From an optimization exercise on the open Yosys and OpenROAD flow, aimed at small area and a short achievable clock period; shortcuts taken in it are not production practice. The RTL was checked by simulation tests, not by an equivalence proof against the original design. Power and IR drop assume default switching activity.

### design.v
module spi_ram #(
  parameter int MEM_DEPTH = 256,
  parameter int ADDR_SIZE = 8,
  parameter int TX_CYCLES = 8
) (
  input  logic       clk,
  input  logic       rst_n,
  input  logic [9:0] din,
  input  logic       rx_valid,
  output logic [7:0] dout,
  output logic       tx_valid,
  output logic       err
);
  localparam int DATA_W = 8;
  localparam int CNT_W  = (TX_CYCLES > 1) ? $clog2(TX_CYCLES) : 1;
  localparam logic [CNT_W-1:0] CNT_LOAD = CNT_W'(TX_CYCLES - 1);
  typedef enum logic {IDLE, SEND} tx_state_t;
  logic [DATA_W-1:0]    mem [MEM_DEPTH];
  logic                 rx_valid_d;
  logic [ADDR_SIZE-1:0] wr_addr, rd_addr;
  logic                 wr_addr_vld, rd_addr_vld;
  tx_state_t            state, state_next;
  logic [CNT_W-1:0]     cnt, cnt_next;
  logic                 tx_next, err_next;
  logic                 accept, wr_ok, rd_ok;
  logic [1:0]           cmd;
  assign accept = rx_valid & ~rx_valid_d;
  assign cmd    = din[9:8];
  assign wr_ok  = accept && (cmd == 2'b01) && wr_addr_vld;
  assign rd_ok  = accept && (cmd == 2'b11) && rd_addr_vld && (state == IDLE);
  always_comb begin
    state_next = state;
    cnt_next   = cnt;
    tx_next    = tx_valid;
    err_next   = 1'b0;
    case (state)
      IDLE: begin
        if (rd_ok) begin
          state_next = SEND;
          cnt_next   = CNT_LOAD;
          tx_next    = 1'b1;
        end
      end
      SEND: begin
        if (cnt == '0) begin
          state_next = IDLE;
          tx_next    = 1'b0;
        end else begin
          cnt_next = cnt - CNT_W'(1);
        end
      end
      default: state_next = IDLE;
    endcase
    if (accept) begin
      if (cmd == 2'b01 && !wr_addr_vld)
        err_next = 1'b1;
      if (cmd == 2'b11 && (!rd_addr_vld || state == SEND))
        err_next = 1'b1;
    end
  end
  always_ff @(posedge clk or negedge rst_n) begin
    if (!rst_n) begin
      rx_valid_d   <= 1'b0;
      state        <= IDLE;
      cnt          <= '0;
      tx_valid     <= 1'b0;
      err          <= 1'b0;
      dout         <= '0;
      wr_addr      <= '0;
      rd_addr      <= '0;
      wr_addr_vld  <= 1'b0;
      rd_addr_vld  <= 1'b0;
    end else begin
      rx_valid_d   <= rx_valid;
      state        <= state_next;
      cnt          <= cnt_next;
      tx_valid     <= tx_next;
      err          <= err_next;
      if (accept && cmd == 2'b00) begin
        wr_addr     <= din[ADDR_SIZE-1:0];
        wr_addr_vld <= 1'b1;
      end
      if (accept && cmd == 2'b10) begin
        rd_addr     <= din[ADDR_SIZE-1:0];
        rd_addr_vld <= 1'b1;
      end
      if (rd_ok)
        dout <= mem[rd_addr];
    end
  end
  always_ff @(posedge clk) begin
    if (wr_ok)
      mem[wr_addr] <= din[DATA_W-1:0];
  end
endmodule
### run.sh
#!/bin/bash
# synth_recipe.tcl (not shown) runs the flow's synth.tcl, then flattens the netlist and writes it again
# the make line also repeats each setting of config.mk as NAME=value (left out here)
make -C /OpenROAD-flow-scripts/flow DESIGN_CONFIG=/design/flow/config.mk WORK_HOME=/design/flow/orfs CLKGATE_MAP_FILE= SYNTH_SCRIPT=/design/flow/synth_recipe.tcl finish
### config.mk
export PLATFORM = sky130hd
export DESIGN_NAME = spi_ram
export DESIGN_NICKNAME = spi_ram
export VERILOG_FILES = /design/flow/design.v
export SDC_FILE = /design/flow/constraint.sdc
export NUM_CORES = 4
export LEC_CHECK = 0
export CAP_MARGIN = 20
export CORE_MARGIN = 2
export CORE_UTILIZATION = 40
export SLEW_MARGIN = 20
### constraint.sdc
create_clock -name core_clock -period 4.5 [get_ports {clk}]
set_input_delay 0.9000 -clock core_clock [delete_from_list [all_inputs] [get_ports {clk}]]
set_output_delay 0.9000 -clock core_clock [all_outputs]
set_load 0.01 [all_outputs]
==> results.txt, run 1 <==
CLOCK TREE
-----------------------------------------------------------------------------------------
Post-CTS setup buffer count ................................................            0
Clock Sink Count ...........................................................         2081
TritonCTS buffer count .....................................................          206
Number of buffers between clock root and the deepest sink ..................            3
Cts-stage hold buffer count ................................................            0
Clock latency on the worst-skew pair .......................................       850 ps
H-tree levels ..............................................................            4
CTS clock-pin slew for the worst setup and hold paths ......................        70 ps
CTS tree ...................................................................         done
Number of gates resized after CTS ..........................................            0
Cell chosen for the clock root .............................................    clkbuf_16

WORST SETUP PATH
-----------------------------------------------------------------------------------------
Data arrival, critical path ................................................      4710 ps
Startpoint Class ...........................................................    flip-flop
Endpoint required time on the critical path ................................      5250 ps
Maximum fanout along the worst path ........................................           38
Crit path capture type .....................................................    flip-flop
Count of cells along the worst register-to-register path ...................            9
Critical setup path kind ...................................................   reg -> reg

TIMING
-----------------------------------------------------------------------------------------
Total negative slack .......................................................         0 ps
Portion of the clock cycle consumed by the worst path in the final layout ..        0.880
Final hold slack ...........................................................       193 ps
Final worst path period need ...............................................      3960 ps
Setup repair after global routing missed its margin ........................        false
Final hold violation count .................................................            0
Remaining max-slew budget at the tightest pin ..............................        0.238
Setup-failing EPs final ....................................................            0
Achievable Freq ............................................................      253 MHz
Actual slew at the worst max-slew pin ......................................      1140 ps
Skew final .................................................................      40.9 ps
Number of slew-limit violations in the final report ........................            0

POWER AND IR DROP
-----------------------------------------------------------------------------------------
Total power consumption of the routed design ...............................     45400 uW
Cell internal power dissipation ............................................     33600 uW
Max IR drop VDD ............................................................     0.482 mV
Flop pwr share .............................................................        0.478
Leakage power of the design ................................................    0.0302 uW
Clock network fraction of total power ......................................        0.374
Power per cell area ........................................................  485 nW/um^2
Combinational cell fraction of total power .................................        0.148
Switching part of the total power ..........................................        0.261
Switching power ............................................................     11800 uW

LAYOUT
-----------------------------------------------------------------------------------------
Ratio of cells with drive above 1 in the final layout ......................        0.256
Final cell area excluding filler cells .....................................   93800 um^2
Final instance count without filler cells ..................................         7300
Ant. Diodes ................................................................            0
FILL cells .................................................................        16800
Synthesis-to-layout area growth ............................................        15.5%
Number of nets in the layout ...............................................         4467

FLOORPLAN
-----------------------------------------------------------------------------------------
Initial Util ...............................................................        0.402
Die outline height .........................................................       455 um
Overall die area ...........................................................  207000 um^2
Row cnt ....................................................................          165
Count of boundary I/O pins .................................................           23
Floorplan core area ........................................................  202000 um^2
Chip width .................................................................       455 um

ROUTE
-----------------------------------------------------------------------------------------
Number of remaining DRC errors .............................................            0
Routed WL ..................................................................    215000 um
Number of detailed-route iterations in the first pass ......................            5
Vias per cell ..............................................................         5.72
Antenna viol nets, final ...................................................            0
Via Count ..................................................................        41800
Iteration-0 DRC Markers ....................................................         4930
Average wire per standard cell .............................................      29.4 um

LOGIC SYNTHESIS
-----------------------------------------------------------------------------------------
Combined area of all synthesized cells .....................................   81200 um^2
Post-synthesis sequential element count ....................................         2081
Post-synthesis cell type with the largest combined area ....................     edfxtp_1
Most used standard cells in the synthesized netlist ........................ edfxtp_1 (2048), mux4_2 (354), mux2i_1 (300)
Proportion of register bits with asynchronous set or reset after synthesis .       0.0159
Mapped Cells ...............................................................         3998
Biggest area contributors in the synthesized netlist ....................... edfxtp_1 (76%), mux4_2 (9.8%), mux2i_1 (3.7%)
Predominant post-synthesis flop cell .......................................     edfxtp_1
Most common cell in the synthesized netlist ................................     edfxtp_1
Syn_nets ...................................................................         4013
Library cells used by synthesis ............................................           66
Count of synthesis-stage warnings from yosys ...............................            1
Number of enable-type register cells in the synthesized netlist ............         2048
Portion of the post-synthesis area used by sequential elements .............        0.768
Avg Synthesized Cell Area ..................................................    20.3 um^2
Top-area cell type share of the netlist area ...............................        0.757

GLOBAL ROUTE
-----------------------------------------------------------------------------------------
Maximum number of pins on one net before global-route repair ...............          122
Remaining Overflow, GRT ....................................................            0
Global Route Usage Sum .....................................................        0.207
Initial antenna violation count ............................................            5
Via count of the first global-routing pass .................................        41700
First-pass GRT wire length .................................................    307000 um

PLACED DESIGN
-----------------------------------------------------------------------------------------
Gp weighted congestion .....................................................        0.866
Total of buffers placed on input and output ports ..........................           22
Post-placement cell area ...................................................   87100 um^2
Half-perimeter wire length after detailed placement ........................    135000 um
Dpl cells ..................................................................         6916

WORST HOLD PATH
-----------------------------------------------------------------------------------------
HP Class ...................................................................  in -> async

STATUS
-----------------------------------------------------------------------------------------
Outcome .................................................................... finished clean

RUN
-----------------------------------------------------------------------------------------
Max-cap violation count ....................................................            0

[final cells by class]
class	instances	area [um^2]	area share
inverters	6	25.0	0.000267
repair buffers	483	4130	0.0441
well taps	2672	3340	0.0357
multi-input cells	1674	17200	0.184
clock buffers	253	5450	0.0581
flip-flops and latches	2081	62300	0.665
clock inverters	131	1260	0.0134
[cell families (layout without fill, tap and decap cells)]
logic type / after synthesis / after routing / share of synthesized area
DFF: 2081 / 2081 / 0.768
muxes: 692 / 692 / 0.144
and+or+nand+nor: 528 / 528 / 0.0280
AOI/OAI and AO/OA: 452 / 452 / 0.0396
buffers and inverters: 243 / 873 / 0.0209
adders and majority gates: 2 / 2 / 0.000308
[layer usage]
metal / GRT usage / share of wire / wire length (um)
met4: 0.0655 / 0.031 / 6740
met3: 0.0355 / 0.073 / 15800
met1: 0.289 / 0.42 / 89300
met5: 0 / 0.000061 / 13
met2: 0.333 / 0.48 / 103000
[sequential cells by signal (all words and copies together), names as in the netlist]
signal and count:
rx_valid_d 1, rd_addr_vld 1, mem 2048, dout 8, rd_addr 8, tx_valid 1
state 1, wr_addr 8, cnt 3, wr_addr_vld 1, err 1
[cells in the final DEF, fill, tap and decap left out, drive strengths merged, types with 16 or more instances in the layout]
cell / synthesis / layout
nand3: 24 / 24
a21oi: 59 / 59
o21ai: 45 / 45
mux4: 371 / 371
edfxtp: 2048 / 2048
nand2: 125 / 125
o221ai: 55 / 55
a211oi: 39 / 39
a22oi: 60 / 60
nor2: 288 / 288
bufinv: 0 / 16
a221oi: 21 / 21
a2111oi: 23 / 23
dfrtp: 33 / 33
o22ai: 86 / 86
clkinv: 0 / 95
buf: 153 / 463
clkbuf: 84 / 260
mux2: 21 / 21
inv: 6 / 16
mux2i: 300 / 300
[critical path, stage by stage (launching register included)]
cell       delay [ps]
dfrtp_4           990
buf_12            360
nand3_1           130
buf_4             230
buf_4             230
o221ai_1          300
a221oi_1          140
a2111oi_0         550
nand4_1           590
o211ai_1          260
[final timing paths]
check	startpoint	slack, ps	to
worst max register to register	rd_addr[0]	540	dout[4]
min in group core_clock	wr_addr_vld	470	wr_addr_vld
worst max-delay path	rd_addr[0]	540	dout[4]
worst min register to register	wr_addr_vld	470	wr_addr_vld
worst min-delay path	rst_n	190	rx_valid_d
max in group asynchronous	rst_n	3540	rd_addr[4]
[power by group through the flow]
stage	Combinational, uW	Clock [uW]	Sequential [uW]
2_1_floorplan	4320	0	21900
3_3_place_gp	6710	0	22100
3_5_place_dp	6740	0	22100
4_1_cts	6760	17300	21700
5_1_grt	7040	18000	21700
6_report	6730	17000	21700
[through the flow]
step	utilization	setup slack, ps
after floorplan	-	1630
after global placement	0.431	644
after detailed placement	0.431	641
after CTS	0.464	636
after global routing	0.464	491
final	0.464	542
==> inputs of run 2 (changes only) <==
==> design.v (replaced) <==
module spi_ram #(
  parameter int MEM_DEPTH = 256,
  parameter int ADDR_SIZE = 8,
  parameter int TX_CYCLES = 8
) (
  input  logic       clk,
  input  logic       rst_n,
  input  logic [9:0] din,
  input  logic       rx_valid,
  output logic [7:0] dout,
  output logic       tx_valid,
  output logic       err
);
  localparam int DATA_W = 8;
  localparam int CNT_W  = (TX_CYCLES > 1) ? $clog2(TX_CYCLES) : 1;
  localparam logic [CNT_W-1:0] CNT_LOAD = CNT_W'(TX_CYCLES - 1);
  localparam int LO_W   = 4;                        
  localparam int GRP    = 1 << LO_W;                
  localparam int NGRP   = MEM_DEPTH / GRP;          
  logic [DATA_W-1:0]    mem [MEM_DEPTH];
  logic [DATA_W-1:0]    rd_stage [NGRP];
  logic                 rx_valid_d;
  logic [ADDR_SIZE-1:0] wr_addr, rd_addr;
  logic                 wr_addr_vld, rd_addr_vld;
  logic [CNT_W-1:0]     cnt;
  logic                 accept, wr_ok, rd_ok, rd_bad, wr_bad;
  logic [1:0]           cmd;
  assign accept = rx_valid & ~rx_valid_d;
  assign cmd    = din[9:8];
  assign wr_ok  = accept && (cmd == 2'b01) && wr_addr_vld;
  assign wr_bad = accept && (cmd == 2'b01) && !wr_addr_vld;
  assign rd_ok  = accept && (cmd == 2'b11) && rd_addr_vld && !tx_valid;
  assign rd_bad = accept && (cmd == 2'b11) && (!rd_addr_vld || tx_valid);
  always_ff @(posedge clk or negedge rst_n) begin
    if (!rst_n) begin
      rx_valid_d   <= 1'b0;
      tx_valid     <= 1'b0;
      err          <= 1'b0;
      dout         <= '0;
      wr_addr_vld  <= 1'b0;
      rd_addr_vld  <= 1'b0;
    end else begin
      rx_valid_d   <= rx_valid;
      err          <= wr_bad | rd_bad;
      if (rd_ok)
        tx_valid <= 1'b1;
      else if (cnt == '0)
        tx_valid <= 1'b0;
      if (accept && cmd == 2'b00)
        wr_addr_vld <= 1'b1;
      if (accept && cmd == 2'b10)
        rd_addr_vld <= 1'b1;
      if (rd_ok)
        dout <= rd_stage[rd_addr[ADDR_SIZE-1:LO_W]];
    end
  end
  always_ff @(posedge clk) begin
    if (accept && cmd == 2'b00)
      wr_addr <= din[ADDR_SIZE-1:0];
    if (accept && cmd == 2'b10)
      rd_addr <= din[ADDR_SIZE-1:0];
    if (rd_ok)
      cnt <= CNT_LOAD;
    else if (cnt != '0)
      cnt <= cnt - CNT_W'(1);
  end
  always_ff @(posedge clk) begin
    for (int g = 0; g < NGRP; g++)
      rd_stage[g] <= mem[{g[ADDR_SIZE-LO_W-1:0], rd_addr[LO_W-1:0]}];
  end
  always_ff @(posedge clk) begin
    if (wr_ok)
      mem[wr_addr] <= din[DATA_W-1:0];
  end
endmodule
==> run 2 against run 1 <==
Against the previous run:
- final cell count is 5.2% lower
- count of clock-buffer cells in the layout is 14 higher
- global-route usage is 1.5 points lower
- critical path type is now in -> reg
- die area is 2.3% higher
- combinational power is 84% lower
- sequential share of layout area is 1.3 points higher
- flip-flop and latch count is 127 higher
- clock power is 6% higher
- largest cell class unchanged
- total power is 8.3% lower
==> results.txt, run 2 <==
CLOCK TREE
--------------------------------------------------------------------------------------------
Number of gates resized after CTS .............................................            0   unchanged
H-tree levels .................................................................            4   unchanged
Cell chosen for the clock root ................................................    clkbuf_16
TritonCTS buffer count ........................................................          215   +4.4%
CTS clock-pin slew for the worst setup and hold paths .........................        60 ps   about the same
Clock latency on the worst-skew pair ..........................................       850 ps   about the same
CTS tree ......................................................................         done
Number of buffers between clock root and the deepest sink .....................            3   unchanged
Cts-stage hold buffer count ...................................................            0   unchanged
Clock Sink Count ..............................................................         2208   +6.1%
Post-CTS setup buffer count ...................................................            0   unchanged

STATUS
--------------------------------------------------------------------------------------------
Outcome ....................................................................... finished clean

LOGIC SYNTHESIS
--------------------------------------------------------------------------------------------
Portion of the post-synthesis area used by sequential elements ................        0.781   +0.0136
Adder-cell share of the synthesized area ......................................     0.000301   -0.00000713
Top-area cell type share of the netlist area ..................................        0.746   -0.0117
Biggest area contributors in the synthesized netlist .......................... edfxtp_1 (75%), mux4_2 (16%), dfxtp_1 (3.2%)
Mapped Cells ..................................................................         3692   -7.7%
Basic-gate share of the synthesized area counting and, or, nand and nor cells .       0.0231   -0.00489
Library cells used by synthesis ...............................................           50   -24%
Mux share of post-synthesis cell area .........................................        0.169   +0.0250
Largest family of logic cells by synthesized area ............................. multiplexers
Proportion of register bits with asynchronous set or reset after synthesis ....      0.00589   -0.00997
Most used standard cells in the synthesized netlist ........................... edfxtp_1 (2064), mux4_2 (596), nor2_1 (275)
Predominant post-synthesis flop cell ..........................................     edfxtp_1
Number of enable-type register cells in the synthesized netlist ...............         2064   +0.78%
Syn_nets ......................................................................         3707   -7.6%
Xor/xnor cell area share of the yosys netlist .................................     0.000105   +0.000105
Avg Synthesized Cell Area .....................................................    22.5 um^2   +11%
Post-synthesis cell type with the largest combined area .......................     edfxtp_1
Count of synthesis-stage warnings from yosys ..................................            2   +1
Combined area of all synthesized cells ........................................   83100 um^2   +2.4%
Most common cell in the synthesized netlist ...................................     edfxtp_1
Post-synthesis sequential element count .......................................         2208   +6.1%
Complex-gate fraction of the synthesized area .................................       0.0146   -0.0250

ROUTE
--------------------------------------------------------------------------------------------
Average wire per standard cell ................................................      29.2 um   -0.71%
Routed WL .....................................................................    202000 um   -5.9%
Antenna viol nets, final ......................................................            0   unchanged
Iteration-0 DRC Markers .......................................................         4248   -14%
Number of detailed-route iterations in the first pass .........................            6   +1
Via Count .....................................................................        38900   -6.8%
Number of remaining DRC errors ................................................            0   unchanged
Vias per cell .................................................................         5.63   -1.6%

FLOORPLAN
--------------------------------------------------------------------------------------------
Count of boundary I/O pins ....................................................           23   unchanged
Initial Util ..................................................................        0.402   about the same
Chip width ....................................................................       460 um   +1.2%
Overall die area ..............................................................  211000 um^2   +2.3%
Die outline height ............................................................       460 um   +1.2%
Row cnt .......................................................................          167   +1.2%
Floorplan core area ...........................................................  207000 um^2   +2.5%

WORST SETUP PATH
--------------------------------------------------------------------------------------------
Data arrival, critical path ...................................................      3930 ps   -780 ps
Critical setup path kind ......................................................    in -> reg
Maximum fanout along the worst path ...........................................           14   -63%
Endpoint required time on the critical path ...................................      4940 ps   -310 ps
Most frequent cell on the critical path .......................................       nor2_1
Count of cells along the worst register-to-register path ......................            6   -3
Critical-path cell with the highest stage delay ...............................       nor2_1
Crit path largest cell delay ..................................................       840 ps   -150 ps
Crit path capture type ........................................................    flip-flop
Critical path cell sequence ................................................... clkdlybuf4s50_1 > nor2b_1 > nand4_1 > nor2_1 > nand2_2 > nor2_1
Critical register-to-register path endpoint ................................... rd_stage[7][4]
FF-to-FF Start ................................................................   rd_addr[0]
Startpoint Class .............................................................. primary input
Minimum setup slack among reg-to-reg paths ....................................      1370 ps   +830 ps

GLOBAL ROUTE
--------------------------------------------------------------------------------------------
Global Route Usage Sum ........................................................        0.192   -0.0151
Maximum number of pins on one net before global-route repair ..................          127   +4.1%
Initial antenna violation count ...............................................            7   +2
Remaining Overflow, GRT .......................................................            0   unchanged
Via count of the first global-routing pass ....................................        39700   -4.7%
First-pass GRT wire length ....................................................    292000 um   -4.8%

PLACED DESIGN
--------------------------------------------------------------------------------------------
Total of buffers placed on input and output ports .............................           22   unchanged
Dpl cells .....................................................................         6511   -5.9%
Half-perimeter wire length after detailed placement ...........................    123000 um   -8.5%
Gp weighted congestion ........................................................        0.862   -0.38%
Worst-case setup slack after placement ........................................       194 ps   -447 ps

LAYOUT
--------------------------------------------------------------------------------------------
Flip-flop count of the largest register after layout ..........................         2048   unchanged
Final instance count without filler cells .....................................         6918   -5.2%
Highest-count cells in the layout ignoring fill and taps ...................... edfxtp_1 (2064), mux4_2 (596), nor2_1 (274)
Most common cell after layout, fill and taps aside ............................     edfxtp_1
Biggest registers after layout ................................................ mem (2048), rd_stage (128)
Biggest register ..............................................................          mem
Synthesis-to-layout area growth ...............................................        15.2%
Number of nets in the layout ..................................................         4039   -9.6%
Ratio of cells with drive above 1 in the final layout .........................        0.298   +0.0423

TIMING
--------------------------------------------------------------------------------------------
Skew final ....................................................................      49.3 ps   +8.41 ps
Total negative slack ..........................................................         0 ps   unchanged
Number of slew-limit violations in the final report ...........................            0   unchanged
Achievable Freq ...............................................................      286 MHz   +13%
Final hold violation count ....................................................            0   unchanged
Setup-failing EPs final .......................................................            0   unchanged
Setup repair after global routing missed its margin ...........................        false
Final setup margin ............................................................      1010 ps   +465 ps
Remaining max-slew budget at the tightest pin .................................        0.197   -0.0414
Final worst path period need ..................................................      3490 ps   -465 ps
Actual slew at the worst max-slew pin .........................................      1210 ps   +62.0 ps
Portion of the clock cycle consumed by the worst path in the final layout .....        0.776   -0.103

POWER AND IR DROP
--------------------------------------------------------------------------------------------
Max IR drop VDD ...............................................................     0.407 mV   -16%
Power per cell area ...........................................................  435 nW/um^2   -10%
Leakage power of the design ...................................................    0.0300 uW   -0.46%

WORST HOLD PATH
--------------------------------------------------------------------------------------------
Hold EP .......................................................................  wr_addr_vld
Start point of the worst min-delay path .......................................  wr_addr_vld
Hold-critical path depth ......................................................            1
HP Class ......................................................................   reg -> reg

RUN
--------------------------------------------------------------------------------------------
Max-cap violation count .......................................................            0   unchanged

## run 2: worst max path at each step
stage,start,end,depth (start not counted)
after global placement,rx_valid,mem[227][1],6
after CTS,rx_valid,mem[35][6],6
after detailed placement,rx_valid,mem[147][1],6
final,rx_valid,mem[35][6],6
after global routing,rx_valid,mem[147][1],6
after floorplan,rx_valid,mem[111][0],6
## run 2: area by class of cell
| type | instances | area (um^2) |
|---|---|---|
| fillers | 16900 | 111000 |
| clock buffers | 267 | 5670 |
| diodes | 5 | 12.5 |
| clock inverters | 135 | 1410 |
| multi-input cells | 1268 | 17200 |
| inverters | 6 | 22.5 |
| well taps | 2704 | 3380 |
| repair buffers | 325 | 3060 |
| flip-flops and latches | 2208 | 64900 |
## run 2: worst max-delay path, delay by kind of cell
kind                   cells  cell delay (ps)
AND/OR/NAND/NOR            5             2350
buffers and inverters      1              660
## run 2: stage by stage
step	total power [uW]	hold WS [ps]	utilization	area (um^2)
after floorplan	23400	431	-	83100
after global placement	24200	454	0.428	88600
after detailed placement	24200	449	0.428	88600
after CTS	42000	461	0.463	95700
after global routing	42800	489	0.463	95700
final	41700	475	0.463	95700
## run 2: power by group
| group | total, uW | internal [uW] | switching (uW) |
|---|---|---|---|
| sequential | 22700 | 22500 | 139 |
| combinational | 1050 | 373 | 681 |
| clock | 18000 | 10200 | 7770 |
## run 2: logic make-up after synthesis
| logic type | count (synthesis) |
|---|---|
| flip-flops | 2208 |
| multiplexers | 654 |
| AND/OR/NAND/NOR | 432 |
| buffers and inverters | 216 |
| AO/OA/AOI/OAI | 179 |
| adder cells (fa/ha/maj) | 2 |
| XOR/XNOR | 1 |
## run 2: layer usage
layer / track usage / wire, um
met3: 0.0285 / 13200
met5: 0 / 13
met4: 0.0586 / 5770
met1: 0.274 / 84800
met2: 0.307 / 98300
==> inputs of run 3 (changes only) <==
--- a/design.v
+++ b/design.v
@@ -14,11 +14,19 @@
   localparam int DATA_W = 8;
   localparam int CNT_W  = (TX_CYCLES > 1) ? $clog2(TX_CYCLES) : 1;
   localparam logic [CNT_W-1:0] CNT_LOAD = CNT_W'(TX_CYCLES - 1);
+  localparam int NPAIR  = MEM_DEPTH / 2;
   localparam int LO_W   = 4;                        
   localparam int GRP    = 1 << LO_W;                
   localparam int NGRP   = MEM_DEPTH / GRP;          
-  logic [DATA_W-1:0]    mem [MEM_DEPTH];
+  logic [DATA_W-1:0]    slot_a [NPAIR];
+  logic [DATA_W-1:0]    slot_b [NPAIR];
+  logic                 ph;
+  logic                 wp;                         
+  logic [ADDR_SIZE-1:0] wp_addr;
+  logic [DATA_W-1:0]    wp_data;
+  logic                 wp_land;                    
   logic [DATA_W-1:0]    rd_stage [NGRP];
+  logic                 rd_byp;
   logic                 rx_valid_d;
   logic [ADDR_SIZE-1:0] wr_addr, rd_addr;
   logic                 wr_addr_vld, rd_addr_vld;
@@ -51,7 +59,7 @@
       if (accept && cmd == 2'b10)
         rd_addr_vld <= 1'b1;
       if (rd_ok)
-        dout <= rd_stage[rd_addr[ADDR_SIZE-1:LO_W]];
+        dout <= rd_byp ? wp_data : rd_stage[rd_addr[ADDR_SIZE-1:LO_W]];
     end
   end
   always_ff @(posedge clk) begin
@@ -64,12 +72,29 @@
     else if (cnt != '0)
       cnt <= cnt - CNT_W'(1);
   end
+  assign wp_land = wp && (wp_addr[0] != ph);
   always_ff @(posedge clk) begin
+    ph <= ~ph;
+    wp <= wr_ok | (wp & ~wp_land);
+    if (wr_ok) begin
+      wp_addr <= wr_addr;
+      wp_data <= din[DATA_W-1:0];
+    end
+    for (int p = 0; p < NPAIR; p++) begin
+      slot_b[p] <= slot_a[p];
+      slot_a[p] <= (wp_land && wp_addr[ADDR_SIZE-1:1] == (ADDR_SIZE-1)'(p)) ? wp_data : slot_b[p];
+    end
+  end
+  logic [ADDR_SIZE-1:0] rd_pos;
+  assign rd_pos = {rd_addr[ADDR_SIZE-1:1], rd_addr[0] ^ ph};
+  always_ff @(posedge clk) begin
+    rd_byp <= wp && (wp_addr == rd_addr);
     for (int g = 0; g < NGRP; g++)
-      rd_stage[g] <= mem[{g[ADDR_SIZE-LO_W-1:0], rd_addr[LO_W-1:0]}];
-  end
-  always_ff @(posedge clk) begin
-    if (wr_ok)
-      mem[wr_addr] <= din[DATA_W-1:0];
+      for (int b = 0; b < DATA_W; b++) begin
+        logic [GRP-1:0] col;
+        for (int j = 0; j < GRP; j++)
+          col[j] = j[0] ? slot_b[g*GRP/2 + j/2][b] : slot_a[g*GRP/2 + j/2][b];
+        rd_stage[g][b] <= col[rd_pos[LO_W-1:0]];
+      end
   end
 endmodule
--- a/config.mk
+++ b/config.mk
@@ -8,4 +8,5 @@
 export CAP_MARGIN = 20
 export CORE_MARGIN = 2
 export CORE_UTILIZATION = 40
+export SETUP_SLACK_MARGIN = 1.5
 export SLEW_MARGIN = 20
==> run 3 against run 2 <==
Against the previous run:
- via count increased by 34%
- count of clock-buffer cells in the layout rose by 57
- critical path depth shrank 1
- final cell count grew 39%
- core utilization decreased by 0.54 points
- routed wire length is 6.6% higher
- combinational power decreased by 28%
- largest cell class unchanged
==> results.txt, run 3 <==
CLOCK TREE
--------------------------------------------------------------------------------------------
Cell chosen for the clock root ................................................    clkbuf_16
Clock Sink Count ..............................................................         2227   +0.86%
CTS clock-pin slew for the worst setup and hold paths .........................        60 ps   about the same
Clock latency on the worst-skew pair ..........................................       870 ps   +20 ps
CTS tree ......................................................................         done
TritonCTS buffer count ........................................................          218   +1.4%
H-tree levels .................................................................            4   unchanged
Number of buffers between clock root and the deepest sink .....................            3   unchanged

POWER AND IR DROP
--------------------------------------------------------------------------------------------
Leakage power of the design ...................................................    0.0327 uW   +8.7%
Power per cell area ...........................................................  455 nW/um^2   +4.6%
Max IR drop VDD ...............................................................     0.408 mV   about the same

TIMING
--------------------------------------------------------------------------------------------
Actual slew at the worst max-slew pin .........................................      1140 ps   -67.2 ps
Skew final ....................................................................      42.9 ps   -6.40 ps
Portion of the clock cycle consumed by the worst path in the final layout .....        0.685   -0.0913
Setup-failing EPs final .......................................................            0   unchanged
Setup repair after global routing missed its margin ...........................         true
Final worst path period need ..................................................      3080 ps   -411 ps
Achievable Freq ...............................................................      324 MHz   +13%
Remaining max-slew budget at the tightest pin .................................        0.241   +0.0448
Final hold violation count ....................................................            0   unchanged
Total negative slack ..........................................................         0 ps   unchanged
Final setup margin ............................................................      1420 ps   +411 ps
Number of slew-limit violations in the final report ...........................            0   unchanged

LOGIC SYNTHESIS
--------------------------------------------------------------------------------------------
Adder-cell share of the synthesized area ......................................     0.000329   +0.0000278
Post-synthesis sequential element count .......................................         2227   +0.86%
Proportion of register bits with asynchronous set or reset after synthesis ....      0.00584   -0.0000502
Number of enable-type register cells in the synthesized netlist ...............           32   -98%
Complex-gate fraction of the synthesized area .................................       0.0447   +0.0301
Library cells used by synthesis ...............................................           64   +28%
Most used standard cells in the synthesized netlist ........................... dfxtp_1 (2182), nand2_1 (1603), mux2_2 (1029)
Predominant post-synthesis flop cell ..........................................      dfxtp_1
Count of synthesis-stage warnings from yosys ..................................            4   +2
Combined area of all synthesized cells ........................................   76100 um^2   -8.5%
Post-synthesis cell type with the largest combined area .......................      dfxtp_1
Portion of the post-synthesis area used by sequential elements ................        0.591   -0.190
Biggest area contributors in the synthesized netlist .......................... dfxtp_1 (57%), mux2_2 (15%), nand2_1 (7.9%)
Largest family of logic cells by synthesized area ............................. multiplexers
Most common cell in the synthesized netlist ...................................      dfxtp_1
Mapped Cells ..................................................................         7042   +91%
Avg Synthesized Cell Area .....................................................    10.8 um^2   -52%
Syn_nets ......................................................................         7057   +90%
Basic-gate share of the synthesized area counting and, or, nand and nor cells .        0.144   +0.121
Top-area cell type share of the netlist area ..................................        0.574   -0.172
Xor/xnor cell area share of the yosys netlist .................................      0.00138   +0.00128
Mux share of post-synthesis cell area .........................................        0.194   +0.0253

FLOORPLAN
--------------------------------------------------------------------------------------------
Floorplan core area ...........................................................  190000 um^2   -8.4%
Count of boundary I/O pins ....................................................           23   unchanged
Chip width ....................................................................       440 um   -4.3%
Overall die area ..............................................................  194000 um^2   -8.4%
Row cnt .......................................................................          160   -4.2%
Die outline height ............................................................       440 um   -4.3%
Initial Util ..................................................................        0.401   -0.000493

GLOBAL ROUTE
--------------------------------------------------------------------------------------------
Global Route Usage Sum ........................................................        0.217   +0.0253
Initial antenna violation count ...............................................            5   -2
First-pass GRT wire length ....................................................    324000 um   +11%
Via count of the first global-routing pass ....................................        51400   +30%
Maximum number of pins on one net before global-route repair ..................          137   +7.9%
Remaining Overflow, GRT .......................................................            0   unchanged

WORST SETUP PATH
--------------------------------------------------------------------------------------------
Data arrival, critical path ...................................................      3790 ps   -140 ps
Maximum fanout along the worst path ...........................................           16   +2
Critical-path cell with the highest stage delay ...............................      nand2_2
Endpoint required time on the critical path ...................................      5210 ps   +270 ps
Crit path largest cell delay ..................................................       610 ps   -230 ps
Startpoint Class ..............................................................    flip-flop
Critical path cell sequence ................................................... xnor2_1 > nor2_1 > nand2_2 > nor2_2 > mux2_2
Crit path capture type ........................................................    flip-flop
CP bufs+invs ..................................................................            0   -1
Top Family by Delay on Critical Path .......................................... simple AND/OR/NAND/NOR gates
Critical setup path kind ......................................................   reg -> reg

LAYOUT
--------------------------------------------------------------------------------------------
Area used by sequential logic in the layout ...................................   45000 um^2   -31%
Highest-count cells in the layout ignoring fill and taps ...................... dfxtp_1 (2182), nand2_1 (1599), mux2_2 (1029)
Multi-input gate area in the final layout .....................................   29500 um^2   +71%
Ratio of cells with drive above 1 in the final layout .........................        0.233   -0.0649
Number of nets in the layout ..................................................         6963   +72%
Biggest registers after layout ................................................ slot_a (1024), slot_b (1024), rd_stage (128)
Most common cell after layout, fill and taps aside ............................      dfxtp_1
FILL cells ....................................................................        17100   +1.0%
Synthesis-to-layout area growth ...............................................        14.0%

STATUS
--------------------------------------------------------------------------------------------
Outcome ....................................................................... finished clean

PLACED DESIGN
--------------------------------------------------------------------------------------------
Half-perimeter wire length after detailed placement ...........................    130000 um   +5.6%
Worst-case setup slack after placement ........................................      1240 ps   +1050 ps
Gp weighted congestion ........................................................        0.916   +6.2%
Total of buffers placed on input and output ports .............................           22   unchanged

WORST HOLD PATH
--------------------------------------------------------------------------------------------
HP Class ......................................................................   reg -> reg

ROUTE
--------------------------------------------------------------------------------------------
Average wire per standard cell ................................................      22.4 um   -23%
Via Count .....................................................................        52100   +34%
Iteration-0 DRC Markers .......................................................         4296   +1.1%
Routed WL .....................................................................    215000 um   +6.6%
Number of detailed-route iterations in the first pass .........................            6   unchanged
Vias per cell .................................................................         5.41   -3.9%
Antenna viol nets, final ......................................................            0   unchanged
Number of remaining DRC errors ................................................            0   unchanged

RUN
--------------------------------------------------------------------------------------------
Max-cap violation count .......................................................            0   unchanged

[run 3: power by group]
part | internal, uW | switching [uW]
sequential | 19900 | 135
clock | 10900 | 7780
combinational | 266 | 486
[run 3: stage by stage]
| stage | util | cells | hold WS, ps | instance area [um^2] | total power, uW |
|---|---|---|---|---|---|
| final | 0.457 | 9634 | 317 | 86700 | 39500 |
| after CTS | 0.456 | 9633 | 327 | 86500 | 39800 |
| after detailed placement | 0.417 | 9229 | 333 | 79000 | 21200 |
| after global placement | 0.417 | 9228 | 328 | 79000 | 21200 |
| after floorplan | - | 7042 | 326 | 76100 | 20800 |
| after global routing | 0.457 | 9633 | 324 | 86700 | 40600 |
[run 3: worst paths after layout]
path	to	slack [ps]	depth (start not counted)	from
max	slot_a[69][6]	1420	5	ph
min	slot_b[24][6]	320	0	slot_a[24][6]
max reg2reg	slot_a[69][6]	1420	5	ph
min reg2reg	slot_b[24][6]	320	0	slot_a[24][6]
max in group asynchronous	dout[6]	3640	1	rst_n
min in group asynchronous	err	440	1	rst_n
[run 3: kinds of logic (layout without fill, tap and decap cells)]
group                    count (synthesis)  after routing
other                                    0              1
multiplexers                          1264           1264
buffers and inverters                  485            564
XOR/XNOR                                12             12
AO/OA/AOI/OAI                          555            555
adder cells (fa/ha/maj)                  2              2
flip-flops                            2227           2227
AND/OR/NAND/NOR                       2497           2498
[run 3: layer usage]
layer,routed length [um],share of wire,GRT usage
met1,96000,0.45,0.293
met2,98900,0.46,0.347
met3,12300,0.057,0.0350
met5,26,0.00012,0
met4,8230,0.038,0.0861
[run 3: final cells by class]
type / count / share of cell area
clock buffers: 324 / 0.0740
diodes: 1 / 0.0000289
repair buffers: 162 / 0.0190
multi-input cells: 4331 / 0.341
inverters: 8 / 0.000346
flip-flops and latches: 2227 / 0.519
well taps: 2511 / 0.0362
clock inverters: 70 / 0.0112
[run 3: timing repair]
item                       in CTS  in global routing
gates cloned                    1                  0
setup endpoints to repair     208                378
pin swaps                       1                  0
setup buffers                   9                  0
resized for setup               7                 38
hold buffers                    0                  0
==> inputs of run 4 (changes only) <==
--- a/config.mk
+++ b/config.mk
@@ -8,5 +8,5 @@
 export CAP_MARGIN = 20
 export CORE_MARGIN = 2
 export CORE_UTILIZATION = 40
-export SETUP_SLACK_MARGIN = 1.5
+export SETUP_SLACK_MARGIN = 2.2
 export SLEW_MARGIN = 20
==> run 4 against run 3 <==
Against the previous run:
- die area unchanged
- synthesized area did not move
- maximum frequency up 27%
- clock power decreased by 2%
- critical path type unchanged
- count of clock-buffer cells in the layout fell by 7
==> results.txt, run 4 <==
STATUS
-----------------------------------------------------------------------------------------
Outcome .................................................................... finished clean

LAYOUT
-----------------------------------------------------------------------------------------
Synthesis-to-layout area growth ............................................        21.3%
Biggest registers after layout ............................................. slot_a (1024), slot_b (1024), rd_stage (128)
Highest-count cells in the layout ignoring fill and taps ................... dfxtp_1 (2181), nand2_1 (1529), mux2_2 (1029)
Final cell area excluding filler cells .....................................   92300 um^2   +6.4%
Most common cell after layout, fill and taps aside .........................      dfxtp_1
Final core utilization .....................................................        0.487   +0.0293
Number of nets in the layout ...............................................         7213   +3.6%
Final instance count without filler cells ..................................         9885   +2.6%
Ratio of cells with drive above 1 in the final layout ......................        0.289   +0.0562

GLOBAL ROUTE
-----------------------------------------------------------------------------------------
Global Route Usage Sum .....................................................        0.230   +0.0131
Maximum number of pins on one net before global-route repair ...............          149   +8.8%
Remaining Overflow, GRT ....................................................            0   unchanged
First-pass GRT wire length .................................................    339000 um   +4.7%
Initial antenna violation count ............................................            8   +3
Via count of the first global-routing pass .................................        52400   +1.9%

LOGIC SYNTHESIS
-----------------------------------------------------------------------------------------
Combined area of all synthesized cells .....................................   76100 um^2   unchanged
Predominant post-synthesis flop cell .......................................      dfxtp_1
Most common cell in the synthesized netlist ................................      dfxtp_1
Post-synthesis cell type with the largest combined area ....................      dfxtp_1
Biggest area contributors in the synthesized netlist ....................... dfxtp_1 (57%), mux2_2 (15%), nand2_1 (7.9%)
Count of synthesis-stage warnings from yosys ...............................            4   unchanged
Portion of the post-synthesis area used by sequential elements .............        0.591   unchanged
Avg Synthesized Cell Area ..................................................    10.8 um^2   unchanged
Most used standard cells in the synthesized netlist ........................ dfxtp_1 (2182), nand2_1 (1603), mux2_2 (1029)
Top-area cell type share of the netlist area ...............................        0.574   unchanged
Proportion of register bits with asynchronous set or reset after synthesis .      0.00584   unchanged
Library cells used by synthesis ............................................           64   unchanged
Mapped Cells ...............................................................         7042   unchanged
Number of enable-type register cells in the synthesized netlist ............           32   unchanged
Post-synthesis sequential element count ....................................         2227   unchanged
Syn_nets ...................................................................         7057   unchanged

FLOORPLAN
-----------------------------------------------------------------------------------------
Overall die area ...........................................................  194000 um^2   unchanged
Row cnt ....................................................................          160   unchanged
Initial Util ...............................................................        0.401   unchanged
Floorplan core area ........................................................  190000 um^2   unchanged
Count of boundary I/O pins .................................................           23   unchanged
Die outline height .........................................................       440 um   unchanged
Chip width .................................................................       440 um   unchanged

POWER AND IR DROP
-----------------------------------------------------------------------------------------
Max IR drop VDD ............................................................     0.393 mV   -3.6%
Combinational cell fraction of total power .................................        0.024   +0.005
Switching part of the total power ..........................................        0.219   +0.00647
Cell internal power dissipation ............................................     30700 uW   -1.2%
Leakage power of the design ................................................    0.0351 uW   +7.6%
Clock network fraction of total power ......................................        0.466   -0.007
Power per cell area ........................................................  426 nW/um^2   -6.4%
Flop pwr share .............................................................        0.510   +0.002
Switching power ............................................................      8620 uW   +2.6%

WORST SETUP PATH
-----------------------------------------------------------------------------------------
FF-to-FF Start .............................................................   rd_addr[4]
Startpoint Class ...........................................................    flip-flop
Endpoint required time on the critical path ................................      5220 ps   about the same
Critical setup path kind ...................................................   reg -> reg
Launching element of the worst setup path ..................................   rd_addr[4]
Crit path capture type .....................................................    flip-flop
Critical-path cell with the highest stage delay ............................       nor4_2
Data arrival, critical path ................................................      3140 ps   -650 ps
Crit path largest cell delay ...............................................       560 ps   -50 ps
Maximum fanout along the worst path ........................................           18   +2
Critical path cell sequence ................................................ buf_4 > mux2_2 > a221oi_1 > nor3_1 > nor4_2 > o22ai_1

CLOCK TREE
-----------------------------------------------------------------------------------------
Cell chosen for the clock root .............................................    clkbuf_16
Cts-stage hold buffer count ................................................            0   unchanged
TritonCTS buffer count .....................................................          217   -0.46%
Clock latency on the worst-skew pair .......................................       870 ps   about the same
H-tree levels ..............................................................            4   unchanged
CTS clock-pin slew for the worst setup and hold paths ......................        60 ps   about the same
Number of buffers between clock root and the deepest sink ..................            3   unchanged
Clock Sink Count ...........................................................         2227   unchanged
CTS tree ...................................................................         done

TIMING
-----------------------------------------------------------------------------------------
Remaining max-slew budget at the tightest pin ..............................        0.214   -0.0276
Achievable Freq ............................................................      413 MHz   +27%
Skew final .................................................................      50.8 ps   +7.97 ps
Actual slew at the worst max-slew pin ......................................      1180 ps   +41.5 ps
Final worst path period need ...............................................      2420 ps   -663 ps
Portion of the clock cycle consumed by the worst path in the final layout ..        0.538   -0.147
Number of slew-limit violations in the final report ........................            0   unchanged
Setup repair after global routing missed its margin ........................         true
Total negative slack .......................................................         0 ps   unchanged
Final setup margin .........................................................      2080 ps   +663 ps
Final hold violation count .................................................            0   unchanged
Setup-failing EPs final ....................................................            0   unchanged

PLACED DESIGN
-----------------------------------------------------------------------------------------
Post-placement cell area ...................................................   78800 um^2   -0.24%
Total of buffers placed on input and output ports ..........................           22   unchanged
Dpl cells ..................................................................         9200   -0.31%
Worst-case setup slack after placement .....................................      1300 ps   +53.4 ps
Gp weighted congestion .....................................................        0.924   +0.96%
Half-perimeter wire length after detailed placement ........................    129000 um   -1.1%

ROUTE
-----------------------------------------------------------------------------------------
Vias per cell ..............................................................         5.52   +2.0%
Average wire per standard cell .............................................      24.4 um   +9.2%
Routed WL ..................................................................    241000 um   +12%
Number of remaining DRC errors .............................................            0   unchanged
Number of detailed-route iterations in the first pass ......................            8   +2
Iteration-0 DRC Markers ....................................................         5181   +21%
Via Count ..................................................................        54600   +4.7%
Antenna viol nets, final ...................................................            0   unchanged

RUN
-----------------------------------------------------------------------------------------
Max-cap violation count ....................................................            0   unchanged

WORST HOLD PATH
-----------------------------------------------------------------------------------------
HP Class ...................................................................   reg -> reg
Start point of the worst min-delay path .................................... slot_a[94][5]

## run 4: cell counts after synthesis
No cell type changed its count.
## run 4: critical path: cells and delay by family (launching register included)
family	cells	cell delay, ps
AND/OR/NAND/NOR	2	660
AO/OA/AOI/OAI	2	490
flip-flops	1	410
multiplexers	1	400
buffers and inverters	1	300
## run 4: area by class of cell
cell class              instances  area, um^2
fillers                     16500       97300
flip-flops and latches       2227       45000
clock buffers                 317        6290
well taps                    2511        3140
multi-input cells            4333       30800
repair buffers                411        6060
diodes                          4        10.0
clock inverters                74         920
inverters                       8        33.8
## run 4: cells by family (layout without fill, tap and decap cells)
group | Yosys count | count (layout) | synth area share
and+or+nand+nor | 2497 | 2500 | 0.144
DFF | 2227 | 2227 | 0.591
muxes | 1264 | 1264 | 0.194
AOI/OAI and AO/OA | 555 | 555 | 0.0447
buffers and inverters | 485 | 810 | 0.0249
xor gates and xnor gates | 12 | 12 | 0.00138
adders and majority gates | 2 | 2 | 0.000329
other | 0 | 4 | 0
## run 4: per-stage QoR
stage          power, uW  hold WS, ps
3_3_place_gp       21200          329
5_1_grt            40400          311
6_report           39300          313
2_1_floorplan      20800          326
3_5_place_dp       21200          334
4_1_cts            39400          303
## run 4: final timing paths
| kind | to | slack, ps | cells past startpoint |
|---|---|---|---|
| worst max register to register | dout[5] | 2080 | 6 |
| max in group asynchronous | dout[1] | 3440 | 1 |
| worst max-delay path | dout[5] | 2080 | 6 |
| worst min-delay path | slot_b[94][5] | 310 | 0 |
| worst min register to register | slot_b[94][5] | 310 | 0 |
| min in group asynchronous | rx_valid_d | 490 | 1 |
## run 4: routing by layer
layer / GRT usage / share of wire / vias up
li1: - / - / 24800
met5: 0 / 0.000058 / -
met3: 0.0376 / 0.070 / 476
met4: 0.0996 / 0.047 / 2
met1: 0.306 / 0.42 / 27300
met2: 0.370 / 0.46 / 2046
## run 4: power by group through the flow
stage	Clock, uW	Combinational, uW	Sequential (uW)
floorplan	0	407	20400
global placement	0	735	20500
detailed placement	0	742	20500
CTS	18500	847	20000
global route	19300	1020	20000
finish	18300	961	20000
## run 4: what timing repair did
action                      CTS  global route
resized for setup           311           209
gates cloned                 34            50
hold endpoints to repair      0             0
setup endpoints to repair  1137           833
pin swaps                    26            96
buffers inserted             87           118
==> inputs of run 5 (changes only) <==
--- a/design.v
+++ b/design.v
@@ -87,14 +87,19 @@
   end
   logic [ADDR_SIZE-1:0] rd_pos;
   assign rd_pos = {rd_addr[ADDR_SIZE-1:1], rd_addr[0] ^ ph};
+  logic [GRP-1:0] lo_sel;
+  always_comb
+    for (int j = 0; j < GRP; j++)
+      lo_sel[j] = (rd_pos[LO_W-1:0] == LO_W'(j));
   always_ff @(posedge clk) begin
     rd_byp <= wp && (wp_addr == rd_addr);
     for (int g = 0; g < NGRP; g++)
       for (int b = 0; b < DATA_W; b++) begin
-        logic [GRP-1:0] col;
+        logic acc;
+        acc = 1'b1;
         for (int j = 0; j < GRP; j++)
-          col[j] = j[0] ? slot_b[g*GRP/2 + j/2][b] : slot_a[g*GRP/2 + j/2][b];
-        rd_stage[g][b] <= col[rd_pos[LO_W-1:0]];
+          acc &= (j[0] ? slot_b[g*GRP/2 + j/2][b] : slot_a[g*GRP/2 + j/2][b]) | ~lo_sel[j];
+        rd_stage[g][b] <= acc;
       end
   end
 endmodule
==> run 5 against run 4 <==
Against the previous run:
- still clean on timing, DRC and antenna
- non-clock buffer count rose by 179
- final cell count fell by 7.4%
- core utilization rose by 1.5 points
- critical endpoint is now dout[0]
- largest cell class unchanged
==> results.txt, run 5 <==
STATUS
-----------------------------------------------------------------------------------------
Outcome .................................................................... finished clean

CLOCK TREE
-----------------------------------------------------------------------------------------
H-tree levels ..............................................................            4   unchanged
CTS clock-pin slew for the worst setup and hold paths ......................        60 ps   about the same
Cts-stage hold buffer count ................................................            0   unchanged
Clock Sink Count ...........................................................         2227   unchanged
CTS tree ...................................................................         done
TritonCTS buffer count .....................................................          211   -2.8%
Number of buffers between clock root and the deepest sink ..................            3   unchanged
Cell chosen for the clock root .............................................    clkbuf_16
Clock latency on the worst-skew pair .......................................       900 ps   +30 ps

GLOBAL ROUTE
-----------------------------------------------------------------------------------------
Remaining Overflow, GRT ....................................................            0   unchanged
Initial antenna violation count ............................................           17   +9
Via count of the first global-routing pass .................................        53100   +1.3%
First-pass GRT wire length .................................................    402000 um   +18%
Maximum number of pins on one net before global-route repair ...............          130   -13%
Global Route Usage Sum .....................................................        0.299   +0.0685

LOGIC SYNTHESIS
-----------------------------------------------------------------------------------------
Most used standard cells in the synthesized netlist ........................ dfxtp_1 (2182), mux2_2 (1076), o22ai_1 (527)
Count of synthesis-stage warnings from yosys ...............................            4   unchanged
Combined area of all synthesized cells .....................................   74200 um^2   -2.5%
Predominant post-synthesis flop cell .......................................      dfxtp_1
Proportion of register bits with asynchronous set or reset after synthesis .      0.00584   unchanged
Most common cell in the synthesized netlist ................................      dfxtp_1
Number of enable-type register cells in the synthesized netlist ............           32   unchanged
Avg Synthesized Cell Area ..................................................    12.2 um^2   +13%
Portion of the post-synthesis area used by sequential elements .............        0.606   +0.0153
Mapped Cells ...............................................................         6091   -14%
Library cells used by synthesis ............................................           70   +9.4%
Syn_nets ...................................................................         6106   -13%
Biggest area contributors in the synthesized netlist ....................... dfxtp_1 (59%), mux2_2 (16%), o22ai_1 (4.4%)
Post-synthesis sequential element count ....................................         2227   unchanged
Top-area cell type share of the netlist area ...............................        0.589   +0.0149
Post-synthesis cell type with the largest combined area ....................      dfxtp_1

FLOORPLAN
-----------------------------------------------------------------------------------------
Floorplan core area ........................................................  185000 um^2   -2.5%
Chip width .................................................................       435 um   -1.3%
Count of boundary I/O pins .................................................           23   unchanged
Die outline height .........................................................       435 um   -1.3%
Overall die area ...........................................................  189000 um^2   -2.5%
Initial Util ...............................................................        0.401   about the same
Row cnt ....................................................................          158   -1.3%

POWER AND IR DROP
-----------------------------------------------------------------------------------------
Max IR drop VDD ............................................................     0.437 mV   +11%
Power per cell area ........................................................  433 nW/um^2   +1.7%
Leakage power of the design ................................................    0.0380 uW   +8.1%

WORST SETUP PATH
-----------------------------------------------------------------------------------------
Data arrival, critical path ................................................      3360 ps   +220 ps
Critical-path cell with the highest stage delay ............................      mux2i_2
Critical path cell sequence ................................................ buf_12 > buf_4 > mux2i_2 > o22ai_1 > a221o_1 > o221ai_1 > o211ai_1
Maximum fanout along the worst path ........................................           32   +14
Startpoint Class ...........................................................    flip-flop
Critical setup path kind ...................................................   reg -> reg
Top Family by Delay on Critical Path ....................................... compound AO/OA/AOI/OAI gates
Launching element of the worst setup path ..................................   rd_addr[4]
Crit path capture type .....................................................    flip-flop
FF-to-FF Start .............................................................   rd_addr[4]
Endpoint required time on the critical path ................................      5250 ps   +30 ps
CP bufs+invs ...............................................................            2   +1
Crit path largest cell delay ...............................................       690 ps   +130 ps

TIMING
-----------------------------------------------------------------------------------------
Number of slew-limit violations in the final report ........................            0   unchanged
Remaining max-slew budget at the tightest pin ..............................        0.253   +0.0398
Setup repair after global routing missed its margin ........................         true
Final setup margin .........................................................      1890 ps   -191 ps
Final worst path period need ...............................................      2610 ps   +191 ps
Achievable Freq ............................................................      383 MHz   -7.3%
Final hold violation count .................................................            0   unchanged
Setup-failing EPs final ....................................................            0   unchanged
Skew final .................................................................      49.6 ps   -1.24 ps
Portion of the clock cycle consumed by the worst path in the final layout ..        0.580   +0.0425
Actual slew at the worst max-slew pin ......................................      1120 ps   -59.7 ps
Total negative slack .......................................................         0 ps   unchanged

LAYOUT
-----------------------------------------------------------------------------------------
Most common cell after layout, fill and taps aside .........................      dfxtp_1
Multi-input gate area in the final layout ..................................   29000 um^2   -5.8%
Synthesis-to-layout area growth ............................................        25.0%
FILL cells .................................................................        15600   -5.3%
Ratio of cells with drive above 1 in the final layout ......................        0.353   +0.0633
Area used by sequential logic in the layout ................................   45000 um^2   about the same
Number of nets in the layout ...............................................         6491   -10%
Highest-count cells in the layout ignoring fill and taps ................... dfxtp_1 (2181), mux2_2 (1076), o22ai_1 (518)
Biggest registers after layout ............................................. slot_a (1024), slot_b (1024), rd_stage (128)

ROUTE
-----------------------------------------------------------------------------------------
Vias per cell ..............................................................         6.13   +11%
Antenna viol nets, final ...................................................            0   unchanged
Routed WL ..................................................................    302000 um   +25%
Iteration-0 DRC Markers ....................................................         7752   +50%
Number of remaining DRC errors .............................................            0   unchanged
Number of detailed-route iterations in the first pass ......................            8   unchanged
Via Count ..................................................................        56100   +2.8%
Average wire per standard cell .............................................      33.0 um   +35%

PLACED DESIGN
-----------------------------------------------------------------------------------------
Total of buffers placed on input and output ports ..........................           22   unchanged
Worst-case setup slack after placement .....................................      1210 ps   -92.6 ps
Gp weighted congestion .....................................................        0.922   -0.24%
Half-perimeter wire length after detailed placement ........................    157000 um   +22%

WORST HOLD PATH
-----------------------------------------------------------------------------------------
HP Class ...................................................................   reg -> reg
Start point of the worst min-delay path .................................... slot_a[15][6]

RUN
-----------------------------------------------------------------------------------------
Max-cap violation count ....................................................            0   unchanged

## run 5: cell types whose count changed in the layout (fill, tap and decap cells not counted), moves of 73 or more
cell / delta
mux2_1: +73
nand2_1: -1302
nor2_1: +174
o22ai_1: +473
buf_4: +109
nand3_1: -402
o221ai_1: +114
a21oi_1: -102
nand4_1: -159
## run 5: logic make-up after synthesis
logic type,Yosys count,share of synthesized area
XOR/XNOR,12,0.00142
AO/OA/AOI/OAI,1149,0.104
adder cells (fa/ha/maj),2,0.000337
flip-flops,2227,0.606
buffers and inverters,456,0.0260
multiplexers,1313,0.200
AND/OR/NAND/NOR,932,0.0617
## run 5: through the flow
| stage | util | power (uW) | hold slack, ps | cell area, um^2 | instances |
|---|---|---|---|---|---|
| global route | 0.501 | 41000 | 343 | 92700 | 9144 |
| global placement | 0.419 | 21500 | 328 | 77400 | 8320 |
| detailed placement | 0.419 | 21500 | 329 | 77400 | 8320 |
| finish | 0.501 | 40200 | 322 | 92700 | 9153 |
| floorplan | - | 20900 | 323 | 74200 | 6091 |
| CTS | 0.485 | 40000 | 332 | 89600 | 8976 |
## run 5: power by group
group          internal, uW  total [uW]  switching [uW]
clock network         10700       18800            8080
registers             19900       20200             242
logic                   494        1200             705
total                 31100       40200            9020
## run 5: metal layers
metal,vias up,track usage,wire [um]
met1,28200,0.391,119000
met4,18,0.177,20100
met5,-,0,331
li1,23200,-,-
met3,976,0.0821,35100
met2,3689,0.440,128000
## run 5: repair_timing
action,4_1_cts,5_1_grt
gates resized for setup,359,255
cloned,45,26
buffers inserted,214,138
pin swaps,60,87
setup endpoints to repair,1167,804
## run 5: final timing paths
| check | slack (ps) | to | depth (start not counted) |
|---|---|---|---|
| max in group asynchronous | 3260 | dout[0] | 1 |
| worst min-delay path | 320 | slot_b[15][6] | 0 |
| worst max-delay path | 1890 | dout[0] | 7 |
| min in group asynchronous | 540 | rd_addr_vld | 1 |
| worst max register to register | 1890 | dout[0] | 7 |
| worst min register to register | 320 | slot_b[15][6] | 0 |
## run 5: final cells by class
| type | count | area share |
|---|---|---|
| Tap cell | 2480 | 0.0335 |
| Inverter | 22 | 0.00111 |
| Clock buffer | 323 | 0.0687 |
| Timing Repair Buffer | 590 | 0.0874 |
| Sequential cell | 2227 | 0.485 |
| Clock inverter | 74 | 0.0103 |
| Multi-Input combinational cell | 3424 | 0.313 |
| Antenna cell | 13 | 0.000351 |
==> inputs of run 6 (changes only) <==
--- a/config.mk
+++ b/config.mk
@@ -7,6 +7,7 @@
 export LEC_CHECK = 0
 export CAP_MARGIN = 20
 export CORE_MARGIN = 2
-export CORE_UTILIZATION = 40
+export CORE_UTILIZATION = 55
+export CTS_BUF_LIST = sky130_fd_sc_hd__clkbuf_8
 export SETUP_SLACK_MARGIN = 2.2
 export SLEW_MARGIN = 20
==> run 6 against run 5 <==
Against the previous run:
- sequential share of layout area is 1.3 points higher
- die area fell by 27%
- count of clock-buffer cells in the layout grew 136
- clock power fell by 7%
- non-clock buffer count decreased by 76
- hold slack lost 4.3 ps
- routed wire length down 2.0%
- synthesized area unchanged
- critical path depth is 6 lower
- worst setup slack improved by 96 ps
- flip-flop and latch count did not move
- critical endpoint is now err
- largest cell class unchanged
- highest routed layer unchanged
==> results.txt, run 6 <==
STATUS
--------------------------------------------------------------------------------------------
Outcome ....................................................................... finished clean

ROUTE
--------------------------------------------------------------------------------------------
Number of detailed-route iterations in the first pass .........................            8   unchanged
Highest routed layer ..........................................................         met5
Via Count .....................................................................        56300   +0.42%
Iteration-0 DRC Markers .......................................................         7243   -6.6%
Antenna viol nets, final ......................................................            0   unchanged
Routed WL .....................................................................    296000 um   -2.0%
Vias per cell .................................................................         6.55   +6.9%
Metal3 WL .....................................................................     32800 um   -6.4%
Met2 Routed Length ............................................................    126000 um   -1.7%
Number of remaining DRC errors ................................................            0   unchanged
Average wire per standard cell ................................................      34.4 um   +4.4%
Post-Route M1 WL ..............................................................    118000 um   -0.47%

PLACED DESIGN
--------------------------------------------------------------------------------------------
Half-perimeter wire length after detailed placement ...........................    159000 um   +1.1%
Worst-case setup slack after placement ........................................      1320 ps   +111 ps
Total of buffers placed on input and output ports .............................           22   unchanged
Dpl cells .....................................................................         7611   -8.5%
Post-placement cell area ......................................................   76600 um^2   -1.0%
Gp weighted congestion ........................................................        0.926   +0.43%

LOGIC SYNTHESIS
--------------------------------------------------------------------------------------------
Avg Synthesized Cell Area .....................................................    12.2 um^2   unchanged
Top-area cell type share of the netlist area ..................................        0.589   unchanged
Most common cell in the synthesized netlist ...................................      dfxtp_1
Portion of the post-synthesis area used by sequential elements ................        0.606   unchanged
Post-synthesis cell type with the largest combined area .......................      dfxtp_1
Post-synthesis sequential element count .......................................         2227   unchanged
Biggest area contributors in the synthesized netlist .......................... dfxtp_1 (59%), mux2_2 (16%), o22ai_1 (4.4%)
Basic-gate share of the synthesized area counting and, or, nand and nor cells .       0.0617   unchanged
Number of enable-type register cells in the synthesized netlist ...............           32   unchanged
Largest family of logic cells by synthesized area ............................. multiplexers
Mapped Cells ..................................................................         6091   unchanged
Predominant post-synthesis flop cell ..........................................      dfxtp_1
Most used standard cells in the synthesized netlist ........................... dfxtp_1 (2182), mux2_2 (1076), o22ai_1 (527)
Count of synthesis-stage warnings from yosys ..................................            4   unchanged
Xor/xnor cell area share of the yosys netlist .................................      0.00142   unchanged
Mux share of post-synthesis cell area .........................................        0.200   unchanged
Combined area of all synthesized cells ........................................   74200 um^2   unchanged
Proportion of register bits with asynchronous set or reset after synthesis ....      0.00584   unchanged
Library cells used by synthesis ...............................................           70   unchanged
Complex-gate fraction of the synthesized area .................................        0.104   unchanged
Syn_nets ......................................................................         6106   unchanged
Adder-cell share of the synthesized area ......................................     0.000337   unchanged

WORST SETUP PATH
--------------------------------------------------------------------------------------------
Critical setup path kind ......................................................   reg -> out
Count of cells along the worst register-to-register path ......................            6   -1
Top Family by Delay on Critical Path ..........................................   flip-flops
Crit path largest cell delay ..................................................       470 ps   -220 ps
CP bufs+invs ..................................................................            1   -1
Endpoint required time on the critical path ...................................      3600 ps   -1650 ps
Maximum fanout along the worst path ...........................................            1   -97%
Minimum setup slack among reg-to-reg paths ....................................      2060 ps   +170 ps
Startpoint Class ..............................................................    flip-flop
Critical-path cell with the highest stage delay ...............................      dfrtp_2
Critical register-to-register path endpoint ................................... slot_a[18][6]
Crit path capture type ........................................................ primary output
Critical path cell sequence ...................................................        buf_6
FF-to-FF Start ................................................................   wp_addr[1]
Data arrival, critical path ...................................................      1620 ps   -1740 ps

GLOBAL ROUTE
--------------------------------------------------------------------------------------------
Global Route Usage Sum ........................................................        0.407   +0.108
Remaining Overflow, GRT .......................................................            0   unchanged
Maximum number of pins on one net before global-route repair ..................          130   unchanged
Initial antenna violation count ...............................................           23   +6
Via count of the first global-routing pass ....................................        53500   +0.70%
First-pass GRT wire length ....................................................    399000 um   -0.75%

TIMING
--------------------------------------------------------------------------------------------
Final worst path period need ..................................................      2520 ps   -95.7 ps
Setup-failing EPs final .......................................................            0   unchanged
Final setup margin ............................................................      1980 ps   +95.7 ps
Skew final ....................................................................      74.2 ps   +24.6 ps
Number of slew-limit violations in the final report ...........................            0   unchanged
Portion of the clock cycle consumed by the worst path in the final layout .....        0.559   -0.0213
Total negative slack ..........................................................         0 ps   unchanged
Actual slew at the worst max-slew pin .........................................      1020 ps   -95.4 ps
Achievable Freq ...............................................................      398 MHz   +3.8%
Setup repair after global routing missed its margin ...........................         true
Remaining max-slew budget at the tightest pin .................................        0.317   +0.0636
Final hold slack ..............................................................       318 ps   -4.30 ps
Final hold violation count ....................................................            0   unchanged

LAYOUT
--------------------------------------------------------------------------------------------
Highest-count cells in the layout ignoring fill and taps ...................... dfxtp_1 (2181), mux2_2 (1076), o22ai_1 (517)
Final cell area excluding filler cells ........................................   90300 um^2   -2.6%
Final instance count without filler cells .....................................         8595   -6.1%
Ratio of cells with drive above 1 in the final layout .........................        0.349   -0.00342
Biggest registers after layout ................................................ slot_a (1024), slot_b (1024), rd_stage (128)
Number of nets in the layout ..................................................         6569   +1.2%
FILL cells ....................................................................         9964   -36%
Synthesis-to-layout area growth ...............................................        21.7%
Most common cell after layout, fill and taps aside ............................      dfxtp_1

CLOCK TREE
--------------------------------------------------------------------------------------------
TritonCTS buffer count ........................................................          366   +73%
Number of buffers between clock root and the deepest sink .....................            4   +1
H-tree levels .................................................................            5   +1
Cts-stage hold buffer count ...................................................            0   unchanged
CTS clock-pin slew for the worst setup and hold paths .........................        70 ps   about the same
Clock latency on the worst-skew pair ..........................................      1060 ps   +160 ps
Cell chosen for the clock root ................................................     clkbuf_8
CTS tree ......................................................................         done
Clock Sink Count ..............................................................         2227   unchanged

FLOORPLAN
--------------------------------------------------------------------------------------------
Chip width ....................................................................       371 um   -15%
Floorplan core area ...........................................................  134000 um^2   -28%
Row cnt .......................................................................          134   -15%
Overall die area ..............................................................  138000 um^2   -27%
Initial Util ..................................................................        0.555   +0.154
Count of boundary I/O pins ....................................................           23   unchanged
Die outline height ............................................................       371 um   -15%

POWER AND IR DROP
--------------------------------------------------------------------------------------------
Leakage power of the design ...................................................    0.0379 uW   -0.15%
Max IR drop VDD ...............................................................     0.310 mV   -29%
Power per cell area ...........................................................  428 nW/um^2   -1.3%

WORST HOLD PATH
--------------------------------------------------------------------------------------------
HP Class ......................................................................  in -> async

RUN
--------------------------------------------------------------------------------------------
Max-cap violation count .......................................................            0   unchanged

-- run 6: cell count changes in the layout (fill, tap and decap cells not counted), sizes merged, moves of 2 or more --
cell / previous run / this run
bufbuf: 16 / 12
nand2: 322 / 324
clkbuf: 347 / 474
clkinvlp: 3 / 5
nand2b: 23 / 21
bufinv: 16 / 4
inv: 33 / 152
clkinv: 44 / 30
buf: 538 / 475
-- run 6: per-layer routing --
layer  track usage  up-vias
met3         0.102      934
met5             0        -
met2         0.600     3687
met1         0.541    28300
met4         0.236       12
li1              -    23400
-- run 6: layout make-up --
type	count	area (um^2)	area share
Sequential cell	2227	45000	0.498
Multi-Input combinational cell	3423	28900	0.320
Timing Repair Buffer	514	6970	0.0772
Clock buffer	459	6320	0.0700
Tap cell	1768	2210	0.0245
Clock inverter	169	796	0.00882
Inverter	22	97.6	0.00108
Antenna cell	13	32.5	0.000360
-- run 6: repair_timing --
action	4_1_cts	5_1_grt
pin swaps	56	74
gates cloned	31	15
gates resized for setup	299	219
endpoints found under the hold margin	0	0
buffers inserted	183	114
setup endpoints to repair	1168	713
-- run 6: report_power, final --
group          total, uW  switching (uW)  internal, uW
combinational       1150             688           464
clock              17400            8030          9340
sequential         20100             168         19900
-- run 6: metrics by stage --
stage | total power (uW) | util
finish | 38600 | 0.675
floorplan | 20900 | -
global placement | 21400 | 0.573
global route | 39600 | 0.675
CTS | 38500 | 0.655
detailed placement | 21400 | 0.573
-- run 6: cells by family after synthesis --
logic type	after synthesis
adder cells (fa/ha/maj)	2
AND/OR/NAND/NOR	932
flip-flops	2227
multiplexers	1313
buffers and inverters	456
AO/OA/AOI/OAI	1149
XOR/XNOR	12
-- run 6: how the worst max path moves through the flow --
stage,startpoint,endpoint,slack [ps],cells after the start
final,err,err,1980,1
after global routing,dout[4],dout[4],1950,1
after CTS,err,err,1920,1
after detailed placement,rd_addr[2],rd_stage[13][0],1320,7
after global placement,din[9],dout[7],1440,5
after floorplan,rx_valid,wp_addr[0],2270,2
-- run 6: worst register-to-register path, stage by stage (launching register included) --
cell and delay (ps):
edfxtp_1 400, buf_4 200, buf_4 160, nand2b_1 390
nor3_4 450, nand2_2 330, mux2_2 370

port drivers added, routing unchanged:
No port has a modelled driver above. Below, the same layouts with a new extraction and two added sets of constraints. Step 1 assumes that a clkbuf_16 drives the clock port and a buf_2 every other input. Step 2 also shifts input and output timing later by t, the mid clock arrival at the registers, as if the neighbouring blocks saw the same clock. Slacks: ideal / step 1 / step 2; pairs: ideal / step 1.
| run | shift t [ns] | slack for setup (ns) | worst register clock-pin slew, ns |
|---|---|---|---|
| run 1 | 0.922 | 0.542 / 0.542 / 0.542 | 0.07 / 0.07 |
| run 2 | 0.921 | 1.007 / 1.064 / 0.142 | 0.07 / 0.07 |
| run 3 | 0.932 | 1.418 / 1.418 / 1.418 | 0.07 / 0.07 |
| run 4 | 0.939 | 2.080 / 2.053 / 1.537 | 0.07 / 0.07 |
| run 5 | 0.957 | 1.889 / 1.889 / 1.649 | 0.07 / 0.07 |
| run 6 | 1.107 | 1.985 / 1.902 / 1.610 | 0.07 / 0.07 |
After both steps every run listed still meets setup and hold. The setup slack of run 2, which loses most, moves by +0.057 ns with the drivers and by -0.865 ns with both steps.
